This design comes from an exercise in tuning for small area, a short achievable clock period and few clock cycles per item on the open sky130 flow, not from production work. Function was checked by simulation only, so behaviour that the tests miss may differ from the original. Power figures rest on the tool's default switching activity, not on a simulated workload.

## flow/design.v (module list and top-level ports; edited modules follow where they fit)
// module cnn_dvcon_fa: 11 lines
// module cnn_dvcon_bsel: 11 lines
// module cnn_dvcon: 2976 lines
module cnn_dvcon
(
  input  logic               aclk,
  input  logic               aresetn,
  input  logic [cnn_dvcon_pkg::TDATA_W-1:0] s_axis_tdata,
  input  logic               s_axis_tvalid,
  output logic               s_axis_tready,
  output logic [cnn_dvcon_pkg::ACC_W-1:0]   m_axis_tdata,
  output logic               m_axis_tvalid,
  input  logic               m_axis_tready
);
  // ...
==> flow/flow/run.sh <==
#!/bin/bash
# Standard layout (the standard.sh), except that the port buffers are
# sky130_fd_sc_hd__buf_2 cells rather than the delay cells buffer_ports picks by default.
set -e
export BUFFER_PORTS_ARGS="-buffer_cell sky130_fd_sc_hd__buf_2"
bash standard.sh > standard_flow.log 2>&1
==> flow/standard.sh <==
#!/bin/bash
# synth_recipe.tcl (not shown) runs the flow's synth.tcl, then flattens the netlist and writes it again
# the make line also repeats each setting of config.mk as NAME=value (left out here)
make -C /OpenROAD-flow-scripts/flow DESIGN_CONFIG=/design/flow/config.mk WORK_HOME=/design/flow/orfs CLKGATE_MAP_FILE= SYNTH_SCRIPT=/design/flow/synth_recipe.tcl "${@:-finish}"
==> flow/config.mk <==
export PLATFORM = sky130hd
export DESIGN_NAME = cnn_dvcon
export DESIGN_NICKNAME = cnn_dvcon
export VERILOG_FILES = /design/flow/design.v
export SDC_FILE = /design/flow/constraint.sdc
export NUM_CORES = 4
export LEC_CHECK = 0
export CAP_MARGIN = 20
export CORE_MARGIN = 2
export CORE_UTILIZATION = 40
export SLEW_MARGIN = 20
export SYNTH_HIERARCHICAL = 1
==> flow/constraint.sdc <==
create_clock -name core_clock -period 8.0 [get_ports {aclk}]
set_input_delay 1.6000 -clock core_clock [delete_from_list [all_inputs] [get_ports {aclk}]]
set_output_delay 1.6000 -clock core_clock [all_outputs]
set_load 0.01 [all_outputs]
==> flow_summary.toml, run 1 <==
[worst_hold_path]
hold_depth = 3
min-delay-path-class = "register to register"
worst_hold_startpoint = "vld"

[grt]
globalRouteMet3Util = 0.05432
grt_use_met1 = 0.3768
gr-total-overflow = 0

[route]
wl_met2_microns = 25920
detailroute.via_count = 11130
highest-signal-layer = "met4"

[power]
power-top-group = "combinational cells"
power.density_nw_per_um2 = 524.2
power.combinational.total_uw = 7870
net_switching_component_of_the_power_uw = 4609
power.clock.total_uw = 256
internal_power_consumption_uw = 4524
seq-power_uw = 1010

[final_layout]
antenna_cells = 0
numSequentialCells = 53
layout.filler_cells = 3781
num-clock-buffers = 5
finish.utilization = 0.4365
n_multi_input_combinational_cell = 1201
seq_area_frac = 0.09107

[timing]
clock.fmax_ghz = 0.1807
final_setup_tns_ns = 0
unrepaired_setup_endpoints_after_global_routing = "no"
final-hold-violation-count = 0

[floorplanning]
boundaryPins = 170
die_w_microns = 205.5
number_of_well_taps = 525

[placement]
numPortBuffers = 169
routabilityCongestion = 0.9684

[logic_synthesis]
syn-num-nets = 2142
mappedNetlistArea_sq_um = 16250
synth-adder-area-share = 0.6923
synthMostInstantiatedCell = "sky130_fd_sc_hd__fa_1"

[clocking]
post_cts_resize_count = 0
cts_tree = "yes"

[run]
max_cap_violations = 0

[worst_setup_path]
ff2ff_path_depth = 2
beginning_of_the_worst_register_to_register_path = "vld"
path_class = "register to primary output"

[status]
status = "timing/DRC/antenna clean"
Testbench counts, summed over its fixed seeds: cycles 16,008, items 16,000.
==> inputs of run 2 (changes only) <==
--- a/flow/config.mk
+++ b/flow/config.mk
@@ -9,4 +9,5 @@
 export CORE_MARGIN = 2
 export CORE_UTILIZATION = 40
+export SETUP_SLACK_MARGIN = 3
 export SLEW_MARGIN = 20
 export SYNTH_HIERARCHICAL = 1
==> flow_summary.toml, run 2 <==
[grt]
grt_pass1_wl_microns = 83700
grt_antenna_before_repair = 0
maximum_number_of_pins_on_one_net_before_global_route_repair = 55
first_global_vias = 12710
gr-total-overflow = 0
track_usage = 0.2840

[logic_synthesis]
synth-main-ff-cell = "sky130_fd_sc_hd__edfxtp_1"
syn-instance-count = 1425
distinct_cell_type_count_of_the_synthesized_netlist = 39
synth_largest_area_cell = "sky130_fd_sc_hd__fa_1"
ys_seq_elements = 53
yosys_warnings = 7
synth_enable_flop_cells = 52
seq_area_frac_synth = 0.09765
synth-async-reset-ratio = 0.01887
synth_top_cells_by_area = "sky130_fd_sc_hd__fa_1 (68%), sky130_fd_sc_hd__nand2_1 (12%), sky130_fd_sc_hd__edfxtp_1 (9.6%), sky130_fd_sc_hd__and2_1 (3.2%), sky130_fd_sc_hd__clkbuf_1 (2.9%)"
mappedNetlistArea_sq_um = 16250
synthMostInstantiatedCell = "sky130_fd_sc_hd__fa_1"
syn_area_per_cell_sq_um = 11.40
synth_commonest_cells = "sky130_fd_sc_hd__fa_1 (550), sky130_fd_sc_hd__nand2_1 (498), sky130_fd_sc_hd__clkbuf_1 (127), sky130_fd_sc_hd__and2_1 (82), sky130_fd_sc_hd__edfxtp_1 (52)"
syn-num-nets = 2142
synth.top_cell.area_share = 0.6777

[timing]
final-hold-violation-count = 0
final.min_clock_period_ns = 5.262
final_setup_tns_ns = 0
relSlewSlack = 0.4748
timing.final.ws_setup_ns = 2.738
worst_slew_pin_slew_ns = 0.7879
clock.fmax_ghz = 0.1900
setup-violations-final = 0
fin_crit_sh = 0.6578
timing.hold.ws_ns = 0.9424
unrepaired_setup_endpoints_after_global_routing = "yes"
worst_clock_skew_ns = 0.004524
slew_viols_final = 0

[clocking]
cts-root-buf = "sky130_fd_sc_hd__clkbuf_16"
worst_setup_hold_path_clk_slew_ns = 0.08
cts_buffers = 5
worstSkewPairLatency_ns = 0.32
clk_path_buf_depth = 2
ctsHtreeMaxLevel = 2
cts_tree = "yes"
cts.sink_count = 53

[power]
p_leak_uw = 0.006615
power.density_nw_per_um2 = 525.1
report.power.total_uw = 10170
worst_ir_drop_vdd_v = 0.0005078

[route]
postRouteAntennaNets = 0
route.final.wire_length_microns = 57770
detailroute.via_count = 11300
first_pass_iters = 5
first_iter_violations = 974
post-route-drc-count = 0
post_drt_wl_per_cell_microns = 28.80
routed_via_density = 5.631

[final_layout]
layout-drive-gt1-share = 0.3781
antenna_cells = 0
layout_common_cells = "sky130_fd_sc_hd__nand2_1 (451), sky130_fd_sc_hd__fa_2 (295), sky130_fd_sc_hd__fa_1 (255), sky130_fd_sc_hd__buf_6 (82), sky130_fd_sc_hd__and2_1 (66)"
flow.area_growth_from_synthesis_pct = 19.24
finalInstanceArea_sq_um = 19370
nets = 2197
layout_commonest_cell = "sky130_fd_sc_hd__nand2_1"

[worst_setup_path]
cp_cell_sequence = "fa_1 > fa_2 > fa_2 > fa_2 > fa_2 > ha_4 > or3_1 > mux2i_1 > a311oi_2 > buf_2"
endpoint_kind = "primary output"
timing.critical_path.from_type = "register"
critical_path_arrival_ns = 3.66
beginning_of_the_worst_register_to_register_path = "vld"
worst-r2r-setup-slack_ns = 6.52
ff2ff_path_depth = 2
crit_path_max_fanout = 8
reg_to_reg_end = "r0_fs_454"
cp_peak_stage_delay_ns = 0.51
slowest_library_cell_on_the_worst_path = "sky130_fd_sc_hd__fa_1"
path_class = "register to primary output"
timing.critical_path.required_ns = 6.40
path_common_cell = "sky130_fd_sc_hd__fa_2"

[placement]
dp.final_hpwl_microns = 51490
preCtsSetupSlack_ns = 2.311
numPortBuffers = 169
placed_area_sq_um = 17890
routabilityCongestion = 0.9238

[floorplanning]
core_box_area_sq_um = 39910
die_area_sq_um = 42240
rows = 73
die_w_microns = 205.5
fp.dieH_microns = 205.5
boundaryPins = 170
initial_standard_cell_utilization_of_the_core = 0.4070

[status]
status = "timing/DRC/antenna clean"

[worst_hold_path]
worst_hold_startpoint = "vld"
holdPathEnd = "vld"
min-delay-path-class = "register to register"
hold_depth = 3

[run]
max_cap_violations = 0
-- run 2: cell counts after synthesis --
Identical to the previous run, type by type.
-- run 2: worst max path at each step --
stage                startpoint          endpoint  slack [ns]  cells after the start
2_1_floorplan  s_axis_tdata[43]         r0_fs_488        2.72                      9
3_3_place_gp   s_axis_tdata[20]         r0_fs_488        2.30                      9
3_5_place_dp   s_axis_tdata[19]         r0_fs_488        2.31                      9
4_1_cts               r0_fc_511  m_axis_tdata[18]        2.67                     10
5_1_grt               r0_fs_524  m_axis_tdata[18]        2.61                     10
6_report              r0_fs_524  m_axis_tdata[18]        2.74                     10
-- run 2: power by group --
part / switching [uW] / total, uW / internal (uW)
Combinational: 4740 / 8890 / 4150
Clock: 118 / 267 / 149
Sequential: 81.4 / 1010 / 930
-- run 2: area by class of cell --
class                   instances  area, sq um
well taps                     525        656.9
clock buffers                   5        125.1
inverters                      40        150.1
fillers                      3622        20540
clock inverters                 3        46.29
flip-flops and latches         53         1587
repair buffers                179         1794
multi-input cells            1201        15010
-- run 2: cell families (layout without fill, tap and decap cells) --
family	after synthesis	after routing	share of synthesized area
compound gates	18	18	0.008317
buf+inv	171	227	0.04028
xor+xnor	7	7	0.003774
flops	53	53	0.09765
simple gates	606	606	0.1570
mux	1	1	0.0006161
fa+ha+maj	569	569	0.6923
-- run 2: worst max-delay path: cells and delay by family, from the launching register on --
family	cells	cell delay (ns)
and+or+nand+nor	1	0.36
buffers and inverters	1	0.16
AOI/OAI and AO/OA	1	0.06
muxes	1	0.17
DFF	1	0.40
adders and majority gates	6	2.18
-- run 2: per-layer routing --
metal / GRT usage / vias to the layer above / wire length, microns
li1: - / 4361 / -
met1: 0.3839 / 6181 / 21690
met2: 0.4794 / 652 / 29220
met3: 0.03405 / 101 / 4532
met4: 0.09353 / 0 / 2335
met5: 0 / - / 0
-- run 2: through the flow --
step	utilization	std cells
after floorplan	-	1425
after global placement	0.4482	1989
after detailed placement	0.4482	1989
after global routing	0.4853	2006
final	0.4853	2006
after CTS	0.4748	2006
-- run 2: timing repair --
action                     CTS  global route
pin swaps                   75            98
buffers inserted             9             0
setup endpoints to repair   31            20
hold buffers                 0             0
resized for setup          281           127
-- run 2: Yosys stat by module, one instance, submodules excluded --
module / flip-flops and latches / times used / cell area (sq um) / cells
cnn_dvcon_fa: 0 / 549 / 20.02 / 1
cnn_dvcon: 53 / 1 / 5256 / 876
==> inputs of run 3 (changes only) <==
--- a/flow/config.mk
+++ b/flow/config.mk
@@ -9,5 +9,5 @@
 export CORE_MARGIN = 2
 export CORE_UTILIZATION = 40
-export SETUP_SLACK_MARGIN = 3
+export SETUP_SLACK_MARGIN = 2
 export SLEW_MARGIN = 20
 export SYNTH_HIERARCHICAL = 1
==> flow_summary.toml, run 3 <==
[status]
status = "timing/DRC/antenna clean"

[timing]
setup-violations-final = 0
worst_clock_skew_ns = 0.005088
final-hold-violation-count = 0
worst_slew_pin_slew_ns = 0.7418
relSlewSlack = 0.5055
clock.fmax_ghz = 0.1807
final_setup_tns_ns = 0
slew_viols_final = 0
final.min_clock_period_ns = 5.533
fin_crit_sh = 0.6916
unrepaired_setup_endpoints_after_global_routing = "no"

[clocking]
cts-root-buf = "sky130_fd_sc_hd__clkbuf_16"
postCtsSetupBuffers = 0
cts_tree = "yes"
worst_setup_hold_path_clk_slew_ns = 0.07
worstSkewPairLatency_ns = 0.31
cts.sink_count = 53
ctsHtreeMaxLevel = 2
cts_hold_fix_bufs = 0
cts_buffers = 5
clk_path_buf_depth = 2
post_cts_resize_count = 0

[placement]
dp.final_hpwl_microns = 50650
numPortBuffers = 169
routabilityCongestion = 0.9684

[power]
power.density_nw_per_um2 = 524.2
worst_ir_drop_vdd_v = 0.0003380
p_leak_uw = 0.006314

[final_layout]
antenna_cells = 0
flow.area_growth_from_synthesis_pct = 7.231
finish.utilization = 0.4365
layout-drive-gt1-share = 0.1230
layout.filler_cells = 3781
layout_commonest_cell = "sky130_fd_sc_hd__fa_1"
layout_common_cells = "sky130_fd_sc_hd__fa_1 (550), sky130_fd_sc_hd__nand2_1 (498), sky130_fd_sc_hd__buf_2 (169), sky130_fd_sc_hd__and2_1 (82), sky130_fd_sc_hd__edfxtp_1 (52)"
nets = 2188

[run]
max_cap_violations = 0

[floorplanning]
core_box_area_sq_um = 39910
boundaryPins = 170
die_w_microns = 205.5
die_area_sq_um = 42240
rows = 73
initial_standard_cell_utilization_of_the_core = 0.4070
fp.dieH_microns = 205.5

[route]
post_drt_wl_per_cell_microns = 27.93
route.final.wire_length_microns = 55770
routed_via_density = 5.571
first_iter_violations = 1137
detailroute.via_count = 11130
postRouteAntennaNets = 0
first_pass_iters = 9
post-route-drc-count = 0

[worst_setup_path]
reg_to_reg_end = "r0_fc_511"
endpoint_kind = "primary output"
ff2ff_path_depth = 2
cp-endpoint = "m_axis_tdata[18]"
crit_start = "r0_fs_524"
path_class = "register to primary output"
beginning_of_the_worst_register_to_register_path = "vld"
critical_path_arrival_ns = 3.93
timing.critical_path.required_ns = 6.40
crit_path_max_fanout = 8
timing.critical_path.from_type = "register"
worst-r2r-setup-slack_ns = 6.57

[grt]
grt_pass1_wl_microns = 81450
met2_usage = 0.4355
gr-total-overflow = 0
maximum_number_of_pins_on_one_net_before_global_route_repair = 55
track_usage = 0.2776
grt_use_met1 = 0.3768
first_global_vias = 12370
grt_antenna_before_repair = 0
grt-busiest-layer = "met2"
globalRouteMet3Util = 0.05432

[logic_synthesis]
synth_largest_area_cell = "sky130_fd_sc_hd__fa_1"
yosys_warnings = 7
distinct_cell_type_count_of_the_synthesized_netlist = 39
synth-main-ff-cell = "sky130_fd_sc_hd__edfxtp_1"
mappedNetlistArea_sq_um = 16250
synth_commonest_cells = "sky130_fd_sc_hd__fa_1 (550), sky130_fd_sc_hd__nand2_1 (498), sky130_fd_sc_hd__clkbuf_1 (127), sky130_fd_sc_hd__and2_1 (82), sky130_fd_sc_hd__edfxtp_1 (52)"
synth-async-reset-ratio = 0.01887
synth_top_cells_by_area = "sky130_fd_sc_hd__fa_1 (68%), sky130_fd_sc_hd__nand2_1 (12%), sky130_fd_sc_hd__edfxtp_1 (9.6%), sky130_fd_sc_hd__and2_1 (3.2%), sky130_fd_sc_hd__clkbuf_1 (2.9%)"
syn-instance-count = 1425
synth.top_cell.area_share = 0.6777
ys_seq_elements = 53
synthMostInstantiatedCell = "sky130_fd_sc_hd__fa_1"
syn-num-nets = 2142
syn_area_per_cell_sq_um = 11.40
seq_area_frac_synth = 0.09765
synth_enable_flop_cells = 52

[worst_hold_path]
min-delay-path-class = "register to register"
[run 3: changes by cell type in the layout (fill, tap and decap cells not counted), sizes merged]
cell,previous run,this run
clkbuf,9,5
buf,175,170
[run 3: Yosys stat by module (local to each module, per instance)]
module	cell area [sq um]	copies in the design	flip-flops and latches	cells
cnn_dvcon_fa	20.02	549	0	1
cnn_dvcon	5256	1	53	876
[run 3: logic make-up (layout without fill, tap and decap cells)]
family                     after synthesis  in the layout  synth area share
xor gates and xnor gates                 7              7          0.003774
and+or+nand+nor                        606            606            0.1570
buffers and inverters                  171            218           0.04028
muxes                                    1              1         0.0006161
AOI/OAI and AO/OA                       18             18          0.008317
adders and majority gates              569            569            0.6923
DFF                                     53             53           0.09765
[run 3: final cells by class]
cell class,count,area [sq um],share of cell area
multi-input combinational,1201,14010,0.8041
clock buffer,5,125.1,0.007182
tap,525,656.9,0.03770
timing repair buffer,170,853.3,0.04898
sequential,53,1587,0.09107
clock inverter,3,41.29,0.002370
inverter,40,150.1,0.008618
[run 3: metal layers]
layer,up-vias,wire [microns]
met5,-,0
met4,0,3174
met3,133,5488
met2,758,25920
met1,5892,21190
li1,4343,-
[run 3: power by group]
group | total, uW | switching (uW) | leakage, uW | internal [uW]
clock network | 256 | 109 | 0.0000775 | 147
registers | 1010 | 76.4 | 0.000528 | 930
logic | 7870 | 4420 | 0.00571 | 3450
total | 9130 | 4610 | 0.00631 | 4520
[run 3: stage by stage]
stage	setup WS (ns)	hold slack, ns	cells	total power, uW	area, sq um
after floorplan	2.465	1.304	1425	6148	16250
after global placement	2.223	0.9161	1989	8943	17260
after detailed placement	2.211	0.9295	1989	9129	17260
after CTS	2.425	0.9473	1997	9404	17420
after global routing	2.332	0.9837	1997	10110	17420
final	2.467	0.8977	1997	9133	17420
[run 3: how the worst min path moves through the flow]
stage          startpoint  endpoint  slack, ns  cells past startpoint
5_1_grt               vld       vld       0.98                      3
2_1_floorplan     aresetn       vld       1.30                      0
6_report              vld       vld       0.90                      3
3_5_place_dp          vld       vld       0.93                      3
3_3_place_gp          vld       vld       0.92                      3
4_1_cts               vld       vld       0.95                      3
[run 3: critical path: stages (launching register included)]
cell and delay [ns]:
sky130_fd_sc_hd__edfxtp_1 0.41, sky130_fd_sc_hd__fa_1 0.51, sky130_fd_sc_hd__fa_1 0.39, sky130_fd_sc_hd__fa_1 0.38, sky130_fd_sc_hd__fa_1 0.40, sky130_fd_sc_hd__fa_1 0.39, sky130_fd_sc_hd__ha_1 0.42, sky130_fd_sc_hd__nor4_1 0.09
sky130_fd_sc_hd__a211o_1 0.27, sky130_fd_sc_hd__a311oi_1 0.20, sky130_fd_sc_hd__buf_2 0.18
==> inputs of run 4 (changes only) <==
--- a/flow/config.mk
+++ b/flow/config.mk
@@ -8,6 +8,5 @@
 export CAP_MARGIN = 20
 export CORE_MARGIN = 2
-export CORE_UTILIZATION = 40
-export SETUP_SLACK_MARGIN = 2
+export CORE_UTILIZATION = 60
 export SLEW_MARGIN = 20
 export SYNTH_HIERARCHICAL = 1
==> flow_summary.toml, run 4 <==
[timing]
final-hold-violation-count = 0
final_setup_tns_ns = 0
final.min_clock_period_ns = 5.632
unrepaired_setup_endpoints_after_global_routing = "no"
fin_crit_sh = 0.7040
slew_viols_final = 0
worst_clock_skew_ns = 0.01095
setup-violations-final = 0
clock.fmax_ghz = 0.1776
timing.final.ws_setup_ns = 2.368
worst_slew_pin_slew_ns = 0.7518
relSlewSlack = 0.4988

[clocking]
worst_setup_hold_path_clk_slew_ns = 0.08
cts.sink_count = 53
ctsHtreeMaxLevel = 2
clk_path_buf_depth = 2
cts_hold_fix_bufs = 0
cts_tree = "yes"
cts-root-buf = "sky130_fd_sc_hd__clkbuf_16"
cts_buffers = 5
postCtsSetupBuffers = 0
worstSkewPairLatency_ns = 0.31
post_cts_resize_count = 0

[final_layout]
nets = 2188
layout-drive-gt1-share = 0.1236
layout.filler_cells = 2211
sequential_cell_area_sq_um = 1587
multiInputGateArea_sq_um = 14010
antenna_cells = 0
layout_common_cells = "sky130_fd_sc_hd__fa_1 (550), sky130_fd_sc_hd__nand2_1 (498), sky130_fd_sc_hd__buf_2 (169), sky130_fd_sc_hd__and2_1 (82), sky130_fd_sc_hd__edfxtp_1 (52)"
flow.area_growth_from_synthesis_pct = 5.730
layout_commonest_cell = "sky130_fd_sc_hd__fa_1"
finish.utilization = 0.6409

[route]
routed_via_density = 6.243
post-route-drc-count = 0
route.final.wire_length_microns = 53780
detailroute.via_count = 11320
post_drt_wl_per_cell_microns = 29.66
first_pass_iters = 5
first_iter_violations = 1316
postRouteAntennaNets = 0

[worst_setup_path]
crit_path_max_fanout = 8
reg_to_reg_end = "r0_fc_525"
cp_peak_stage_delay_ns = 0.51
timing.critical_path.from_type = "register"
path_class = "register to primary output"
crit_start = "r0_fs_524"
beginning_of_the_worst_register_to_register_path = "vld"
path_common_cell = "sky130_fd_sc_hd__fa_1"
critical_path_arrival_ns = 4.03
endpoint_kind = "primary output"
timing.critical_path.required_ns = 6.40
worst-r2r-setup-slack_ns = 6.31
cp_cell_sequence = "fa_1 > fa_1 > fa_1 > fa_1 > fa_1 > ha_1 > or3_1 > mux2i_1 > a311oi_1 > buf_2"
slowest_library_cell_on_the_worst_path = "sky130_fd_sc_hd__fa_1"
ff2ff_path_depth = 2

[grt]
grt_antenna_before_repair = 0
maximum_number_of_pins_on_one_net_before_global_route_repair = 54
first_global_vias = 12500
track_usage = 0.4020
gr-total-overflow = 0
grt_pass1_wl_microns = 79620

[worst_hold_path]
min-delay-path-class = "input pin to async pin"

[logic_synthesis]
synth.top_cell.area_share = 0.6777
synthMostInstantiatedCell = "sky130_fd_sc_hd__fa_1"
mappedNetlistArea_sq_um = 16250
syn-num-nets = 2142
synth-main-ff-cell = "sky130_fd_sc_hd__edfxtp_1"
synth_largest_area_cell = "sky130_fd_sc_hd__fa_1"
synth_commonest_cells = "sky130_fd_sc_hd__fa_1 (550), sky130_fd_sc_hd__nand2_1 (498), sky130_fd_sc_hd__clkbuf_1 (127), sky130_fd_sc_hd__and2_1 (82), sky130_fd_sc_hd__edfxtp_1 (52)"
distinct_cell_type_count_of_the_synthesized_netlist = 39
synth-async-reset-ratio = 0.01887
yosys_warnings = 7
synth_enable_flop_cells = 52
seq_area_frac_synth = 0.09765
syn-instance-count = 1425
synth_top_cells_by_area = "sky130_fd_sc_hd__fa_1 (68%), sky130_fd_sc_hd__nand2_1 (12%), sky130_fd_sc_hd__edfxtp_1 (9.6%), sky130_fd_sc_hd__and2_1 (3.2%), sky130_fd_sc_hd__clkbuf_1 (2.9%)"
syn_area_per_cell_sq_um = 11.40
ys_seq_elements = 53

[power]
power.combinational.fraction = 0.861
net_switching_component_of_the_power_uw = 4538
report.power.total_uw = 8985
switching_part_of_the_total = 0.5051
share_seq_of_total_power = 0.112
power.density_nw_per_um2 = 523.1
p_leak_uw = 0.006313
internal_power_consumption_uw = 4447
pwr-share-clk = 0.027
worst_ir_drop_vdd_v = 0.0005655

[status]
status = "timing/DRC/antenna clean"

[placement]
dp.final_hpwl_microns = 47740
preCtsSetupSlack_ns = 2.210
numPortBuffers = 169
routabilityCongestion = 1.000

[run]
max_cap_violations = 0

[floorplanning]
die_area_sq_um = 28410
initial_standard_cell_utilization_of_the_core = 0.6062
die_w_microns = 168.6
fp.dieH_microns = 168.6
boundaryPins = 170
rows = 60
core_box_area_sq_um = 26800
run 4: cell counts after synthesis:
No cell type changed its count.
run 4: final cells by class:
class	instances	area share
repair buffers	170	0.04968
flip-flops and latches	53	0.09236
well taps	341	0.02484
clock inverters	2	0.0008012
multi-input cells	1201	0.8155
clock buffers	6	0.008085
inverters	40	0.008741
run 4: logic make-up (layout without fill, tap and decap cells):
family                     Yosys count  in the layout  share of synthesized area
muxes                                1              1                  0.0006161
adders and majority gates          569            569                     0.6923
AOI/OAI and AO/OA                   18             18                   0.008317
and+or+nand+nor                    606            606                     0.1570
buffers and inverters              171            218                    0.04028
DFF                                 53             53                    0.09765
xor gates and xnor gates             7              7                   0.003774
run 4: Yosys stat by module, one instance, submodules excluded:
module        cell area, sq um  flops+latches  cells  copies in the design
cnn_dvcon                 5256             53    876                     1
cnn_dvcon_fa             20.02              0      1                   549
run 4: metrics by stage:
stage                     cell area, sq um  std cells  hold slack (ns)
final                                17180       1813            1.043
after detailed placement             17030       1805            1.185
after floorplan                      16250       1425            1.304
after global routing                 17180       1813            1.042
after global placement               17030       1805            1.168
after CTS                            17180       1813            1.039
run 4: worst max-delay path: cells and delay by family, from the launching register on:
family,cells,cell delay (ns)
AOI/OAI and AO/OA,1,0.06
adders and majority gates,6,2.54
buffers and inverters,1,0.16
DFF,1,0.40
muxes,1,0.15
and+or+nand+nor,1,0.40
run 4: worst max path at each step:
stage	end	slack, ns	cells past startpoint
3_3_place_gp	r0_fc_488	2.23	10
5_1_grt	m_axis_tdata[18]	2.21	10
2_1_floorplan	r0_fs_488	2.46	10
4_1_cts	m_axis_tdata[18]	2.36	10
3_5_place_dp	r0_fc_488	2.21	10
6_report	m_axis_tdata[18]	2.37	10
run 4: power groups by stage:
stage,clock (uW),combinational (uW),sequential [uW]
after floorplan,0,5150,994
after global placement,0,7600,1010
after detailed placement,0,7800,1020
after CTS,244,7800,1010
after global routing,251,8670,1030
final,239,7740,1010
run 4: routing by layer:
| metal | wire [microns] | vias to the layer above | part of all wire | GRT usage |
|---|---|---|---|---|
| met1 | 19000 | 5888 | 0.35 | 0.5506 |
| met4 | 4086 | 0 | 0.076 | 0.2421 |
| met2 | 24750 | 906 | 0.46 | 0.6108 |
| li1 | - | 4341 | - | - |
| met5 | 0 | - | 0 | 0 |
| met3 | 5942 | 184 | 0.11 | 0.07646 |
==> inputs of run 5 (changes only) <==
--- a/flow/config.mk
+++ b/flow/config.mk
@@ -8,5 +8,6 @@
 export CAP_MARGIN = 20
 export CORE_MARGIN = 2
-export CORE_UTILIZATION = 60
+export CORE_UTILIZATION = 70
+export PLACE_DENSITY = 0.8
 export SLEW_MARGIN = 20
 export SYNTH_HIERARCHICAL = 1
==> flow_summary.toml, run 5 <==
[route]
first_iter_violations = 1987
met3WireLength_microns = 10210
route.final.wire_length_microns = 58210
met1Wirelength_microns = 17070
detailroute.via_count = 12380
routed_via_density = 7.035
post_drt_wl_per_cell_microns = 33.07
first_pass_iters = 10
highest-signal-layer = "met5"
post-route-drc-count = 0
wl_met2_microns = 25120
postRouteAntennaNets = 0

[worst_setup_path]
slowest_library_cell_on_the_worst_path = "sky130_fd_sc_hd__fa_1"
timing.critical_path.required_ns = 8.04
path_class = "input pin to register"
path_common_cell = "sky130_fd_sc_hd__fa_1"
timing.critical_path.buf_inv = 1
timing.critical_path.from_type = "input pin"
cp_cell_sequence = "buf_2 > nand2_1 > fa_1 > fa_1 > fa_1 > fa_1 > fa_1 > fa_1 > fa_1"
path_delay_family = "adder cells"
endpoint_kind = "register"
crit_path_max_fanout = 8
critical_path_arrival_ns = 5.68
worst-r2r-setup-slack_ns = 6.42
cp_peak_stage_delay_ns = 0.66

[timing]
slew_viols_final = 0
final.min_clock_period_ns = 5.642
clock.fmax_ghz = 0.1772
final-hold-violation-count = 0
relSlewSlack = 0.5049
unrepaired_setup_endpoints_after_global_routing = "no"
final_setup_tns_ns = 0
fin_crit_sh = 0.7053
setup-violations-final = 0
worst_slew_pin_slew_ns = 0.7426
worst_clock_skew_ns = 0.01113

[clocking]
cts_buffers = 5
worstSkewPairLatency_ns = 0.32
clk_path_buf_depth = 2
worst_setup_hold_path_clk_slew_ns = 0.07
cts_tree = "yes"
ctsHtreeMaxLevel = 2
cts.sink_count = 53
cts-root-buf = "sky130_fd_sc_hd__clkbuf_16"
postCtsSetupBuffers = 0
post_cts_resize_count = 0
cts_hold_fix_bufs = 0

[final_layout]
layout.filler_cells = 1475
finalInstanceArea_sq_um = 17110
flow.area_growth_from_synthesis_pct = 5.314
layout_commonest_cell = "sky130_fd_sc_hd__fa_1"
layout-drive-gt1-share = 0.1236
nets = 2188
finish.utilization = 0.7534
layout_common_cells = "sky130_fd_sc_hd__fa_1 (550), sky130_fd_sc_hd__nand2_1 (498), sky130_fd_sc_hd__buf_2 (169), sky130_fd_sc_hd__and2_1 (82), sky130_fd_sc_hd__edfxtp_1 (52)"
multiInputGateArea_sq_um = 14010
sequential_cell_area_sq_um = 1587

[placement]
routabilityCongestion = 1.060
dp.final_hpwl_microns = 48850
placed_area_sq_um = 16960
numPortBuffers = 169

[floorplanning]
rows = 55
fp.dieH_microns = 156.3
initial_standard_cell_utilization_of_the_core = 0.7154
die_area_sq_um = 24440
die_w_microns = 156.3
core_box_area_sq_um = 22710
boundaryPins = 170

[logic_synthesis]
yosys_warnings = 7
mappedNetlistArea_sq_um = 16250
syn-num-nets = 2142
distinct_cell_type_count_of_the_synthesized_netlist = 39
seq_area_frac_synth = 0.09765
synth_enable_flop_cells = 52
ys_seq_elements = 53
synth-main-ff-cell = "sky130_fd_sc_hd__edfxtp_1"
synth_top_cells_by_area = "sky130_fd_sc_hd__fa_1 (68%), sky130_fd_sc_hd__nand2_1 (12%), sky130_fd_sc_hd__edfxtp_1 (9.6%), sky130_fd_sc_hd__and2_1 (3.2%), sky130_fd_sc_hd__clkbuf_1 (2.9%)"
synth-async-reset-ratio = 0.01887
synth_commonest_cells = "sky130_fd_sc_hd__fa_1 (550), sky130_fd_sc_hd__nand2_1 (498), sky130_fd_sc_hd__clkbuf_1 (127), sky130_fd_sc_hd__and2_1 (82), sky130_fd_sc_hd__edfxtp_1 (52)"
syn_area_per_cell_sq_um = 11.40
synth_largest_area_cell = "sky130_fd_sc_hd__fa_1"
syn-instance-count = 1425
synth.top_cell.area_share = 0.6777
synthMostInstantiatedCell = "sky130_fd_sc_hd__fa_1"

[power]
internal_power_consumption_uw = 4538
share_seq_of_total_power = 0.108
power.combinational.fraction = 0.866
worst_ir_drop_vdd_v = 0.0008599
pwr-share-clk = 0.025
p_leak_uw = 0.006298
power.density_nw_per_um2 = 546.3
switching_part_of_the_total = 0.5145
net_switching_component_of_the_power_uw = 4809

[grt]
track_usage = 0.5163
grt_pass1_wl_microns = 86330
maximum_number_of_pins_on_one_net_before_global_route_repair = 54
grt_antenna_before_repair = 4
gr-total-overflow = 0
first_global_vias = 13740

[run]
max_cap_violations = 0

[status]
status = "timing/DRC/antenna clean"

[worst_hold_path]
min-delay-path-class = "input pin to async pin"
## run 5: logic make-up (layout without fill, tap and decap cells)
group | Yosys count | after routing | synth area share
other | 0 | 3 | 0
xor gates and xnor gates | 7 | 7 | 0.003774
and+or+nand+nor | 606 | 606 | 0.1570
adders and majority gates | 569 | 569 | 0.6923
DFF | 53 | 53 | 0.09765
buffers and inverters | 171 | 218 | 0.04028
AOI/OAI and AO/OA | 18 | 18 | 0.008317
muxes | 1 | 1 | 0.0006161
## run 5: path summary, 6_finish.rpt
| kind | from | end | cells after the start |
|---|---|---|---|
| max | s_axis_tdata[34] | r0_fs_252 | 9 |
| min | aresetn | vld | 1 |
| max reg2reg | vld | r0_fs_487 | 2 |
| min reg2reg | vld | vld | 3 |
| max in group asynchronous | aresetn | vld | 1 |
| min in group core_clock | vld | vld | 3 |
## run 5: per-layer routing
metal	vias to the layer above	track usage
met5	-	0.01242
met4	2	0.3552
met3	444	0.2404
met2	1500	0.7332
met1	6086	0.6342
li1	4350	-
## run 5: power by group through the flow
stage          Clock, uW  Combinational, uW  Sequential, uW
6_report             236               8100            1010
3_5_place_dp           0               8000            1020
5_1_grt              241               8780            1030
2_1_floorplan          0               5150             994
3_3_place_gp           0               7410            1010
4_1_cts              236               8000            1010
## run 5: final cells by class
| class | count | share of cell area |
|---|---|---|
| timing repair buffer | 170 | 0.04987 |
| multi-input combinational | 1201 | 0.8187 |
| clock buffer | 5 | 0.007313 |
| sequential | 53 | 0.09272 |
| tap | 285 | 0.02084 |
| antenna | 3 | 0.0004388 |
| inverter | 40 | 0.008775 |
| clock inverter | 3 | 0.001316 |
## run 5: per-stage QoR
step	std cells	setup WS, ns	hold slack [ns]	power [uW]
after floorplan	1425	2.465	1.304	6148
final	1760	2.358	1.051	9346
after global placement	1749	2.157	1.050	8417
after detailed placement	1749	2.152	1.067	9017
after global routing	1759	2.212	1.046	10050
after CTS	1757	2.409	1.049	9251
## run 5: per-module statistics from Yosys (local to each module, per instance)
module / area (sq um) / cells / copies in the design
cnn_dvcon: 5256 / 876 / 1
cnn_dvcon_fa: 20.02 / 1 / 549

==> afterwards: timing with drivers on the ports <==
How much do the figures lean on ideal ports? The routed layouts below were timed once more, with nothing changed but the port constraints.
Step 1, drivers: a clkbuf_16 drives aclk and a buf_2 each remaining input, both assumed.
Step 2 also shifts input and output timing later by t, the mid clock arrival at the registers, as if the neighbouring blocks saw the same clock.
a / b / c = ideal / step 1 / step 2; a / b = the first two.
| run | t, ns | setup slack, ns | worst data-port slew with drivers (ns) |
|---|---|---|---|
| run 1 | 0.350 | 2.467 / 2.424 / 2.207 | 0.06 |
| run 2 | 0.367 | 2.738 / 2.686 / 2.496 | 0.09 |
| run 3 | 0.350 | 2.467 / 2.424 / 2.207 | 0.06 |
| run 4 | 0.355 | 2.368 / 2.318 / 2.177 | 0.06 |
| run 5 | 0.349 | 2.358 / 2.372 / 2.025 | 0.07 |
After both steps setup and hold are still met in every run listed. For run 5, which loses most, drivers alone change the setup slack by +0.014 ns; drivers and shift together by -0.333 ns.
